Source: an optimization exercise on an open RTL-to-GDS flow (aim: small area, a short achievable clock period and few clock cycles per item). Production flows keep margins and buffers that such runs may drop. The RTL was checked by simulation tests, not by an equivalence proof against the original design. No activity file was given, so power comes from the tool's default toggle rates.

==> flow/design.v (excerpt) <==
module command_frame_receiver #(
   parameter int MAX_PAYLOAD = 64
) (
   input  logic                       clock,
   input  logic                       reset,
   input  logic                       req_valid,
   output logic                       req_ready,
   input  logic [cfr_pkg::BYTE_W-1:0] req_rx_byte,
   output logic                       rsp_valid,
   input  logic                       rsp_ready,
   output logic [cfr_pkg::BYTE_W-1:0] rsp_frame_command,
   output logic [cfr_pkg::LEN_W-1:0]  rsp_frame_length,
   output logic [cfr_pkg::BYTE_W-1:0] rsp_payload_byte,
   output logic                       rsp_byte_valid,
   output logic                       rsp_last,
   output logic [cfr_pkg::SUM_W-1:0]  rsp_received_sum,
   output logic [cfr_pkg::SUM_W-1:0]  rsp_computed_sum,
   output logic                       rsp_sum_match,
   input  logic                       csr_we,
   input  logic [cfr_pkg::CSR_W-1:0]  csr_index,
   input  logic [cfr_pkg::BYTE_W-1:0] csr_wdata
);
   localparam int ADDR_W = (MAX_PAYLOAD > 1) ? $clog2(MAX_PAYLOAD) : 1;
   localparam int BANKS  = 4;
   localparam int BANK_W = 2;
   localparam int ROW_W  = ADDR_W - BANK_W;
   cfr_pkg::cfg_type  cfg_ff;
   logic              ram_we;
   logic [7:0]        ram_wsel_lo;
   logic [7:0]        ram_wsel_hi;
   logic [BYTE_W-1:0] ram_wdata;
   logic [BANKS-1:0][ROW_W-1:0]  bank_row_ff;
   logic [BANKS-1:0][BYTE_W-1:0] bank_rdata;
   logic [BYTE_W-1:0] ram_rdata;
   logic              pend;
   logic              pend_take;
   logic [BYTE_W-1:0] frm_command;
   logic [LEN_W-1:0]  frm_length;
   logic [SUM_W-1:0]  frm_received_sum;
   logic [SUM_W-1:0]  frm_computed_sum;
   logic              frm_sum_match;
  ...
Settings: LEC_CHECK=0, ABC_CLOCK_PERIOD_IN_PS=2000, CAP_MARGIN=20, CORE_MARGIN=2, CORE_UTILIZATION=40, SETUP_SLACK_MARGIN=2.0, SLEW_MARGIN=20; clock period 4.0 ns.
run.sh (not shown) runs the stock make flow with config.mk's settings and CLKGATE_MAP_FILE= SYNTH_SCRIPT=/design/flow/synth_recipe.tcl, a recipe that flattens the netlist after the stock synthesis.
The first run completed with no timing, DRC or antenna violations.
Testbench counts at the start, summed over its fixed seeds: cycles 15,046, beats 10,307.
Next try:
- CTS_BUF_LIST: not set -> sky130_fd_sc_hd__clkbuf_16
- CTS_CLUSTER_DIAMETER: not set -> 60
- CTS_CLUSTER_SIZE: not set -> 30
Outcome:
- utilization shrinks by 0.99 points
- clock skew goes up by 13 ps
- non-clock buffer count is higher by 14


Another version of the RTL of command_frame_receiver (not shown whole).
Size: about 2700 cells after synthesis, about 84 I/O pins, roughly 32000 um2 of cells after synthesis.
clock: 4.0 ns
lec_check: 0
abc_area: 1
cap_margin: 20
core_margin: 2
core_utilization: 65
cts_buf_list: sky130_fd_sc_hd__clkbuf_16
cts_cluster_diameter: 60
cts_cluster_size: 30
place_density: 0.75
setup_slack_margin: 2.0
slew_margin: 20
Testbench counts at the start, summed over its fixed seeds: cycles 15,046, beats 10,307.
Edit:
ABC_AREA = not set   (was 1)
ABC_CLOCK_PERIOD_IN_PS = 1200   (was not set)
CORE_UTILIZATION = 40   (was 65)
PLACE_DENSITY = not set   (was 0.75)
Effect: Worst setup slack gains 0.29 ns. Die area grows by 67%. Clock skew climbs by 0.022 ns. Design area increases by 5.4%. Synthesized area is higher by 3.6%. Total power came out higher by 4.3%. Hold slack degrades by 0.055 ns. Critical path depth grows by 4.
Edit:
ABC_CLOCK_PERIOD_IN_PS = not set   (was 1200)
CORE_UTILIZATION = 65   (was 40)
PLACE_DENSITY = 0.75   (was not set)
SETUP_SLACK_MARGIN = 1.6   (was 2.0)
The changed run passed the timing, DRC and antenna checks.
Die area shrinks by 38%.
Setup slack degrades by 0.34 ns.
Clock-buffer cell count drops by 13.
Core utilization came out higher by 25 points.
Flip-flop and latch count is unchanged.
Edit:
SETUP_SLACK_MARGIN = 1.85   (was 1.6)
After rerunning: Worst setup slack gains 0.29 ns. Cell area goes up by 1.6%. Non-clock buffer count rose by 5. Synthesized cell count stays the same. Clock-buffer cell count increases by 6.
Edit:
SETUP_SLACK_MARGIN = 2.0   (was 1.85)
Wire length rises by 2.6%.
Final cell count increases by 1.3%.
Critical path depth increases by 1.
Clock-buffer cell count shrinks by 3.
Combinational power rose by 13%.
Total power goes down by 0.97%.
Clock power fell by about 3%.
Synthesized cell count stays the same.


## run A
command_frame_receiver, a different RTL version from the one above (not shown whole).
For scale: about 830 flip-flops, ~84 I/O pins.
export LEC_CHECK = 0
export CAP_MARGIN = 20
export CORE_MARGIN = 2
export CORE_UTILIZATION = 65
export CTS_BUF_LIST = sky130_fd_sc_hd__clkbuf_16
export CTS_CLUSTER_DIAMETER = 60
export CTS_CLUSTER_SIZE = 30
export PLACE_DENSITY = 0.75
export SETUP_SLACK_MARGIN = 2.0
export SLEW_MARGIN = 20
export TNS_END_PERCENT = 10
create_clock -name core_clock -period 4.0 [get_ports {clock}]
Run A completed; timing, DRC and antenna clean
Testbench counts of run A, summed over its fixed seeds: cycles 15,050, beats 10,307.
#### Input delta (run B over run A)
Settings: removing TNS_END_PERCENT (formerly 10); changing PLACE_DENSITY from 0.75 to 0.85; changing CORE_UTILIZATION from 65 to 75.
--- outcome ---
[run B] fraction of the cycle the final worst path needs rose 0.46 points relative to run A. Of run B and run A, it is run B that has the higher worst hold margin. Summary of run B over run A: worst setup slack after layout -18 ps, global-route usage now larger, final core utilization up 13 points. Endpoint of the most critical setup path = u_ram.rd_data[24]: run B; endpoint of the most critical setup path = u_ram.rd_data[30]: run A.
Inputs modified between run B and run C:
Settings: PLACE_DENSITY now 0.75, was 0.85; CORE_UTILIZATION now 65, was 75.
### Flow results
Sequential cell area of run C is on par with run B.
On non-clock buffer count, the lower figure sits with run C, not run B.
Part of the total power dissipated in the clock network for run C: 3.2 points up relative to run B
Run B → run C: length of the first detailed-routing pass in iterations saw a decrease, clock group total power saw an increase, total number of vias saw a decrease.
Summary of the comparison: area growth from synthesis to layout is lower in run C, relative to run B.


Setup of before:
Starting RTL as in the previous note.
make LEC_CHECK=0 CAP_MARGIN=20 CORE_MARGIN=2 CORE_UTILIZATION=65 CTS_BUF_LIST=sky130_fd_sc_hd__clkbuf_16 CTS_CLUSTER_DIAMETER=60 CTS_CLUSTER_SIZE=30 PLACE_DENSITY=0.75 SETUP_SLACK_MARGIN=2.05 SLEW_MARGIN=20 finish   # period 4.0 ns
before: flow completed, timing, DRC and antenna clean
Testbench counts of before, summed over its fixed seeds: cycles 15,050, beats 10,307.
[inputs] after vs before
Settings: GPL_TIMING_DRIVEN now 0, previously not set; SETUP_SLACK_MARGIN now 2.0, was 2.05.
==> comparison <==
Post-layout minimum cycle time for after: 0.16 ns up relative to before
Compared with before, in after global routing usage summed across all routing layers higher; growth of design area from synthesis to finish increased 4.7 points.
Compared with before, after shows a met1 usage that is 3.5 points higher.
before consumes less power than after.
When the final numbers for after and before were put side by side, the area occupied by multi-input gates turned out to be smaller in before.


Another version of the RTL of command_frame_receiver (not shown whole).
For scale: ~2,400 cells after synthesis, roughly 84 I/O pins, ~34,000 um2 of cells after synthesis.
==> flow/config.mk <==
export PLATFORM = sky130hd
export DESIGN_NAME = command_frame_receiver
export DESIGN_NICKNAME = command_frame_receiver
export VERILOG_FILES = /design/flow/design.v
export SDC_FILE = /design/flow/constraint.sdc
export NUM_CORES = 4
export LEC_CHECK = 0
export CAP_MARGIN = 20
export CORE_MARGIN = 2
export CORE_UTILIZATION = 65
export CTS_BUF_LIST = sky130_fd_sc_hd__clkbuf_16
export CTS_CLUSTER_DIAMETER = 60
export CTS_CLUSTER_SIZE = 30
export PLACE_DENSITY = 0.75
export SETUP_SLACK_MARGIN = 2.1
export SLEW_MARGIN = 20
==> flow/constraint.sdc <==
create_clock -name core_clock -period 4.0 [get_ports {clock}]
set_input_delay 0.8000 -clock core_clock [delete_from_list [all_inputs] [get_ports {clock}]]
set_output_delay 0.8000 -clock core_clock [all_outputs]
set_load 0.01 [all_outputs]
Testbench counts at the start, summed over its fixed seeds: cycles 15,050, beats 10,307.
Next try:
SETUP_SLACK_MARGIN = 2.0   (was 2.1)
Result: Power fell by about 0.8%. Routed wire length fell by about 4.7%. Sequential power is about the same. Setup slack improves by 43 ps. Fmax rose by 2.1%. Die area stays the same.


job 105:
command_frame_receiver with an RTL version that a note above also has.
Size in the first run: ~2400 cells after synthesis, about 84 I/O pins, roughly 0.033 sq mm of cells after synthesis.
make LEC_CHECK=0 CAP_MARGIN=20 CORE_MARGIN=2 CORE_UTILIZATION=65 CTS_BUF_LIST=sky130_fd_sc_hd__clkbuf_16 CTS_CLUSTER_DIAMETER=60 CTS_CLUSTER_SIZE=34 PLACE_DENSITY=0.75 SETUP_SLACK_MARGIN=2.2 SLEW_MARGIN=20 finish   # period 4.0 ns
Job 105 completed; timing, DRC and antenna clean
Testbench counts of job 105, summed over its fixed seeds: cycles 15,046, beats 10,307.
Changes in job 101 relative to job 105:
--- a/flow/config.mk
+++ b/flow/config.mk
@@ -7,0 +8 @@
+export ABC_CLOCK_PERIOD_IN_PS = 2000
@@ -10 +11 @@
-export CORE_UTILIZATION = 65
+export CORE_UTILIZATION = 40
@@ -13,3 +14,2 @@
-export CTS_CLUSTER_SIZE = 34
-export PLACE_DENSITY = 0.75
-export SETUP_SLACK_MARGIN = 2.2
+export CTS_CLUSTER_SIZE = 30
+export SETUP_SLACK_MARGIN = 2.0
## What came out
Job 105 vs job 101, capture point of the critical path: u_parser.wsel_hi_ff[4] vs u_ram.rd_data[31]. Standard cell with the maximum stage delay on the critical path: sky130_fd_sc_hd__a2111oi_4 -> job 105, sky130_fd_sc_hd__mux2_2 -> job 101. In job 101, net count reported at finish is lower than in job 105. Job 101 vs job 105: met1 layer usage reported by global route down. What job 105 reported for peak ir drop on the vdd network has to be multiplied by 0.59 to get the figure for job 101. Sort job 101 and job 105 by setup slack desc -> top: job 105. Going from job 105 to job 101, the area used by multi-input combinational logic was found to have gone down by 6.8%. Final wirelength shrinks by a few percent when moving from job 105 to job 101. Higher hold slack was reported by job 105, not job 101. Job 101 against job 105; number of filler cells placed in the layout is up by more than 100%. met3 capacity usage during global routing was lower in job 101 than in job 105.

-- what the ideal ports hide --
Ports are ideal in the flow. The routed layouts listed here were re-timed in OpenROAD.
Step 1, drivers: a clkbuf_16 drives clock and a buf_2 each remaining input, both assumed.
Step 2, shift: input delay + t, output delay - t, t = (earliest + latest rising clock arrival at the registers) / 2. This alone moves slack from input paths to output paths.
a / b / c = ideal / step 1 / step 2; a / b = the first two.
run	shift t [ns]	setup WS [ns]	hold slack, ns	worst register clock-pin slew, ns	cell pins on the clock port's net
the first run of note 1	0.695	1.672 / 1.672 / 1.225	0.389 / 0.417 / 0.417	0.07 / 0.07	1
the second run of note 1	0.677	1.654 / 1.654 / 1.173	0.410 / 0.425 / 0.425	0.11 / 0.11	1
the first run of note 2	0.681	1.649 / 1.649 / 1.369	0.425 / 0.425 / 0.425	0.11 / 0.11	1
the second run of note 2	0.715	1.936 / 1.890 / 1.285	0.370 / 0.416 / 0.419	0.10 / 0.10	1
the third run of note 2	0.667	1.597 / 1.591 / 1.018	0.424 / 0.424 / 0.424	0.11 / 0.11	1
the fourth run of note 2	0.681	1.890 / 1.832 / 1.236	0.403 / 0.423 / 0.423	0.11 / 0.11	1
the fifth run of note 2	0.674	1.911 / 1.901 / 1.296	0.425 / 0.425 / 0.425	0.11 / 0.11	1
run A	0.665	1.888 / 1.842 / 1.209	0.426 / 0.426 / 0.426	0.11 / 0.11	1
run B	0.663	1.870 / 1.870 / 1.239	0.430 / 0.430 / 0.430	0.12 / 0.12	1
run C	0.678	1.930 / 1.872 / 1.323	0.416 / 0.416 / 0.416	0.11 / 0.11	1
before	0.674	1.926 / 1.872 / 1.287	0.412 / 0.412 / 0.412	0.11 / 0.11	1
after	0.681	1.766 / 1.704 / 1.023	0.414 / 0.414 / 0.414	0.11 / 0.11	1
the first run of note 5	0.685	1.915 / 1.854 / 1.382	0.412 / 0.412 / 0.412	0.11 / 0.11	1
the second run of note 5	0.663	1.958 / 1.941 / 1.291	0.416 / 0.416 / 0.416	0.11 / 0.11	1
job 105	0.681	1.943 / 1.928 / 1.274	0.398 / 0.398 / 0.398	0.11 / 0.11	1
job 101	0.715	1.936 / 1.890 / 1.285	0.370 / 0.416 / 0.419	0.10 / 0.10	1
After both steps every run listed still meets setup and hold. For after, which loses most, drivers alone change the setup slack by -0.062 ns; drivers and shift together by -0.743 ns.
